From an optimization exercise on the open Yosys and OpenROAD flow, aimed at small area, a short achievable clock period and few clock cycles per item; shortcuts taken in it are not production practice. In this exercise RTL edits were held to simulation tests only and were not proved equivalent to the original. Power figures rest on the tool's default switching activity, not on a simulated workload.

## step_sequencer_with_key_debounce_top
module step_sequencer_with_key_debounce_top #(
   parameter int CHANNELS = sqd_pkg::DEFAULT_CHANNELS,
   parameter int SETTLE_READS = sqd_pkg::DEFAULT_SETTLE_READS
) (
   input  logic clock,
   input  logic reset,
   input  logic req_valid,
   output logic req_ready,
   input  logic [1:0] req_mode,
   input  logic [sqd_pkg::KEY_W-1:0] req_scan_bits,
   input  logic [sqd_pkg::CH_W-1:0] req_wr_channel,
   input  logic [sqd_pkg::STEP_W-1:0] req_wr_step,
   input  logic [sqd_pkg::NOTE_W-1:0] req_wr_note,
   input  logic req_wr_enabled,
   output logic rsp_valid,
   input  logic rsp_ready,
   output logic rsp_advanced,
   output logic [sqd_pkg::STEP_W-1:0] rsp_step_index,
   output logic [sqd_pkg::CV_W-1:0] rsp_cv_first,
   output logic [sqd_pkg::CV_W-1:0] rsp_cv_second,
   output logic rsp_gate_first,
   output logic rsp_gate_second,
   output logic rsp_gate_drum,
   output logic [sqd_pkg::STEPS-1:0] rsp_led_mask,
   output logic [sqd_pkg::KEY_W-1:0] rsp_keys_down,
   input  logic csr_valid,
   output logic csr_ready,
   input  logic [1:0] csr_index,
   input  logic [sqd_pkg::CSR_DATA_W-1:0] csr_data
);
   localparam int STEPS = sqd_pkg::STEPS;
   localparam int STEP_W = sqd_pkg::STEP_W;
   localparam int LEN_W = sqd_pkg::LEN_W;
   localparam int KEY_W = sqd_pkg::KEY_W;
   localparam int NOTE_W = sqd_pkg::NOTE_W;
   localparam int CH_W = sqd_pkg::CH_W;
   localparam logic [sqd_pkg::COUNT_W-1:0] SETTLE_LAST = sqd_pkg::COUNT_W'(SETTLE_READS - 1);
   function automatic logic [1:0] compare(input logic [LEN_W-1:0] a, input logic [LEN_W-1:0] b);
      logic [LEN_W-1:0] gt, eq;
      gt = a & ~b;
      eq = ~(a ^ b);
      for (int w = 1; w < LEN_W; w = w * 2) begin
         for (int i = 0; i + w < LEN_W; i = i + 2 * w) begin
            gt[i] = gt[i + w] | (eq[i + w] & gt[i]);
            eq[i] = eq[i + w] & eq[i];
         end
      end
      compare = {gt[0], eq[0]};
   endfunction
   logic move;
   logic accept;
   logic [1:0] skid_mode, s0_mode;
   logic [KEY_W-1:0] port_pay, skid_pay, s0_pay;
   logic skid_valid, s0_valid;
   assign csr_ready = 1'b1;
   assign req_ready = !skid_valid;
   assign accept = req_valid && !skid_valid;
   assign port_pay = (req_mode == 2'd0) ? req_scan_bits
  ...
==> flow/config.mk <==
export PLATFORM = sky130hd
export DESIGN_NAME = step_sequencer_with_key_debounce_top
export DESIGN_NICKNAME = step_sequencer_with_key_debounce_top
export VERILOG_FILES = /design/flow/design.v
export SDC_FILE = /design/flow/constraint.sdc
export NUM_CORES = 4
export LEC_CHECK = 0
export CAP_MARGIN = 20
export CORE_MARGIN = 2
export CORE_UTILIZATION = 65
export SLEW_MARGIN = 20
export TNS_END_PERCENT = 100
==> flow/constraint.sdc <==
create_clock -name core_clock -period 10.0 [get_ports {clock}]
set_input_delay 2.0000 -clock core_clock [delete_from_list [all_inputs] [get_ports {clock}]]
set_output_delay 2.0000 -clock core_clock [all_outputs]
set_load 0.01 [all_outputs]
standard.sh (not shown) runs the stock make flow with config.mk's settings and CLKGATE_MAP_FILE= SYNTH_SCRIPT=/design/flow/synth_recipe.tcl, a recipe that flattens the netlist after the stock synthesis.
==> flow/flow/run.sh <==
#!/bin/bash
# Standard layout with three changes to how it is made:
#  - timing repair aims past the clock period: repair_timing works until every path has
#    6.6 ns of setup slack at the 10 ns clock;
#  - every port still gets its own buffer, but the smallest one (buf_1);
#  - clock tree sinks are clustered up to 25 per leaf buffer, with no dummy loads.
set -euo pipefail
export SETUP_SLACK_MARGIN=6.6
export BUFFER_PORTS_ARGS="-buffer_cell sky130_fd_sc_hd__buf_1"
export CTS_ARGS="-sink_clustering_enable -repair_clock_nets -sink_clustering_size 25 -sink_clustering_max_diameter 60 -dont_use_dummy_load"
bash standard.sh > standard.log 2>&1
Testbench counts at the start, summed over its fixed seeds: cycles 19,296, items 19,200.
==> next run, changes <==
--- a/flow/flow/run.sh
+++ b/flow/flow/run.sh
@@ -6 +6,2 @@
-#  - clock tree sinks are clustered up to 25 per leaf buffer, with no dummy loads.
+#  - the clock tree uses clkbuf_8 buffers, clustering up to 14 sinks per leaf buffer,
+#    with no dummy loads.
@@ -10 +11 @@
-export CTS_ARGS="-sink_clustering_enable -repair_clock_nets -sink_clustering_size 25 -sink_clustering_max_diameter 60 -dont_use_dummy_load"
+export CTS_ARGS="-sink_clustering_enable -repair_clock_nets -sink_clustering_size 14 -sink_clustering_max_diameter 60 -dont_use_dummy_load -buf_list sky130_fd_sc_hd__clkbuf_8"
--- a/flow/config.mk
+++ b/flow/config.mk
@@ -10 +10 @@
-export CORE_UTILIZATION = 65
+export CORE_UTILIZATION = 55
Effect:
- worst hold slack barely changes
- final cell count went up by 5.4%
- synthesized area does not change
- die area grows by about 18%
- via count drops by about 1.3%
- count of clock-buffer cells in the layout increases by 10
- fmax is lower by 0.59%
- power shrinks by 3.8%
- flip-flop and latch count is unchanged
==> next run, changes <==
--- a/flow/config.mk
+++ b/flow/config.mk
@@ -10 +10 @@
-export CORE_UTILIZATION = 55
+export CORE_UTILIZATION = 72
- die area goes down by about 23%
- core utilization goes up by 18 points
- routed wire length goes down by about 4.7%


Setup of maple:
Starting RTL as in the previous note.
==> flow/design.v (excerpt) <==
module step_sequencer_with_key_debounce_top #(
   parameter int CHANNELS = sqd_pkg::DEFAULT_CHANNELS,
   parameter int SETTLE_READS = sqd_pkg::DEFAULT_SETTLE_READS
) (
   input  logic clock,
   input  logic reset,
   input  logic req_valid,
   output logic req_ready,
   input  logic [1:0] req_mode,
   input  logic [sqd_pkg::KEY_W-1:0] req_scan_bits,
   input  logic [sqd_pkg::CH_W-1:0] req_wr_channel,
   input  logic [sqd_pkg::STEP_W-1:0] req_wr_step,
   input  logic [sqd_pkg::NOTE_W-1:0] req_wr_note,
   input  logic req_wr_enabled,
   output logic rsp_valid,
   input  logic rsp_ready,
   output logic rsp_advanced,
   output logic [sqd_pkg::STEP_W-1:0] rsp_step_index,
   output logic [sqd_pkg::CV_W-1:0] rsp_cv_first,
   output logic [sqd_pkg::CV_W-1:0] rsp_cv_second,
   output logic rsp_gate_first,
   output logic rsp_gate_second,
   output logic rsp_gate_drum,
   output logic [sqd_pkg::STEPS-1:0] rsp_led_mask,
   output logic [sqd_pkg::KEY_W-1:0] rsp_keys_down,
   input  logic csr_valid,
   output logic csr_ready,
   input  logic [1:0] csr_index,
   input  logic [sqd_pkg::CSR_DATA_W-1:0] csr_data
);
   localparam int STEPS = sqd_pkg::STEPS;
   localparam int STEP_W = sqd_pkg::STEP_W;
   localparam int LEN_W = sqd_pkg::LEN_W;
   localparam int KEY_W = sqd_pkg::KEY_W;
   localparam int NOTE_W = sqd_pkg::NOTE_W;
   localparam int CH_W = sqd_pkg::CH_W;
   localparam logic [sqd_pkg::COUNT_W-1:0] SETTLE_LAST = sqd_pkg::COUNT_W'(SETTLE_READS - 1);
   function automatic logic [1:0] compare(input logic [LEN_W-1:0] a, input logic [LEN_W-1:0] b);
      logic [LEN_W-1:0] gt, eq;
      gt = a & ~b;
      eq = ~(a ^ b);
      for (int w = 1; w < LEN_W; w = w * 2) begin
         for (int i = 0; i + w < LEN_W; i = i + 2 * w) begin
            gt[i] = gt[i + w] | (eq[i + w] & gt[i]);
            eq[i] = eq[i + w] & eq[i];
         end
      end
      compare = {gt[0], eq[0]};
   endfunction
   logic move;
   logic accept;
   logic [1:0] skid_mode, s0_mode;
   logic [KEY_W-1:0] port_pay, skid_pay, s0_pay;
   logic skid_valid, s0_valid;
   assign csr_ready = 1'b1;
   assign req_ready = !skid_valid;
   assign accept = req_valid && !skid_valid;
   assign port_pay = (req_mode == 2'd0) ? req_scan_bits
  ...
export LEC_CHECK = 0
export CAP_MARGIN = 20
export CORE_MARGIN = 2
export CORE_UTILIZATION = 65
export SLEW_MARGIN = 20
export TNS_END_PERCENT = 100
create_clock -name core_clock -period 10.0 [get_ports {clock}]
==> flow/flow/run.sh <==
#!/bin/bash
# Standard layout with three changes to how it is made:
#  - timing repair aims past the clock period: repair_timing works until every path has
#    6.7 ns of setup slack at the 10 ns clock;
#  - every port still gets its own buffer, but the smallest one (buf_1);
#  - the clock tree uses clkbuf_8 buffers, clustering up to 14 sinks per leaf buffer,
#    with no dummy loads.
set -euo pipefail
export SETUP_SLACK_MARGIN=6.7
export BUFFER_PORTS_ARGS="-buffer_cell sky130_fd_sc_hd__buf_1"
export CTS_ARGS="-sink_clustering_enable -repair_clock_nets -sink_clustering_size 14 -sink_clustering_max_diameter 60 -dont_use_dummy_load -buf_list sky130_fd_sc_hd__clkbuf_8"
bash standard.sh > standard.log 2>&1
Testbench counts of maple, summed over its fixed seeds: cycles 19,296, items 19,200.
The inputs of juniper differ from those of maple as listed below.
==> flow/flow/run.sh <==
#!/bin/bash
# Standard layout, with timing repair aiming past the clock period: repair_timing keeps
# working until every path has 7 ns of setup slack at the 10 ns clock.
set -euo pipefail
export SETUP_SLACK_MARGIN=7
bash standard.sh > standard.log 2>&1
Notes after the runs:
- First-iteration DRC count (juniper vs. maple) increases by more than a quarter
- Summary of the comparison: share of cell area taken by flip-flops and latches is lower in juniper, relative to maple.
- Cell leakage power grows by more than 10% when moving from maple to juniper.
- For juniper, the path type of the worst setup path was in2reg, unlike maple, where it was reg2out.
- Final critical-path share of the clock period on juniper is up relative to maple.
- Slowest stage cell on the critical path = sky130_fd_sc_hd__edfxtp_1: maple; slowest stage cell on the critical path = sky130_fd_sc_hd__nor3_4: juniper
- Between juniper and maple, the detailed-placement wirelength estimate figures differ only marginally.
- Compared to maple, juniper has clock transition at the registers of the reported paths 40 ps lower.
- Looking at uppermost signal routing layer after detailed routing, the met5 result is from juniper; the met4 one comes from maple.
- Delta (juniper minus maple): routed wire length moved up; area growth from synthesis to final layout moved up.
Modified inputs, zinc compared to juniper
==> flow/flow/run.sh <==
#!/bin/bash
# Standard layout with three changes to how it is made:
#  - timing repair aims past the clock period: repair_timing works until every path has
#    6.6 ns of setup slack at the 10 ns clock;
#  - every port still gets its own buffer, but the smallest one (buf_1);
#  - the clock tree uses clkbuf_8 buffers, clustering up to 14 sinks per leaf buffer,
#    with no dummy loads.
set -euo pipefail
export SETUP_SLACK_MARGIN=6.6
export BUFFER_PORTS_ARGS="-buffer_cell sky130_fd_sc_hd__buf_1"
export CTS_ARGS="-sink_clustering_enable -repair_clock_nets -sink_clustering_size 14 -sink_clustering_max_diameter 60 -dont_use_dummy_load -buf_list sky130_fd_sc_hd__clkbuf_8"
bash standard.sh > standard.log 2>&1
==> run notes <==
Sequential logic power across zinc and juniper: no real change. Compared with juniper, zinc shows a final design area excluding fillers that is 14% lower. [compare] base=juniper new=zinc: multi-input logic area dropped 1300 um^2, flip-flop and latch share of the layout cell area now larger, shortest period the worst path allows moved down, overall track demand over capacity in global routing went down by 2.9 points, total wirelength of the detailed-routed design lower. On total power after layout, zinc does better than juniper. Final clock period utilization by the worst path ended up 0.73 points lower on zinc than on juniper. Met1 routing resource usage after global routing delta for zinc relative to juniper: 4.4 points lower.

port drivers added, routing unchanged:
The flow's constraints put no driver on any port. The routed layouts listed below were extracted and timed again, unchanged, in two steps. Step 1 assumes that a clkbuf_16 drives the clock port and a buf_2 every other input. Step 2 adds t to the input delays and takes it off the output delays; t is the mean of the earliest and latest rising clock arrival at the registers after step 1. Input paths then give back, and output paths get back, about the clock's delay inside the block. a / b / c = ideal ports / drivers / drivers and shift; a / b = the first two.
| run | t (ns) | setup WS [ns] | worst data-port slew with drivers (ns) |
|---|---|---|---|
| the first run of note 1 | 0.629 | 6.580 / 6.616 / 5.987 | 0.04 |
| the second run of note 1 | 0.698 | 6.560 / 6.577 / 5.879 | 0.06 |
| the third run of note 1 | 0.702 | 6.440 / 6.440 / 5.975 | 0.06 |
| maple | 0.708 | 6.641 / 6.581 / 5.976 | 0.05 |
| juniper | 0.690 | 6.571 / 6.589 / 5.899 | 0.18 |
| zinc | 0.698 | 6.643 / 6.622 / 5.973 | 0.04 |
After both steps every run listed still meets setup and hold. The setup slack of the second run of note 1, which loses most, moves by +0.017 ns with the drivers and by -0.681 ns with both steps.
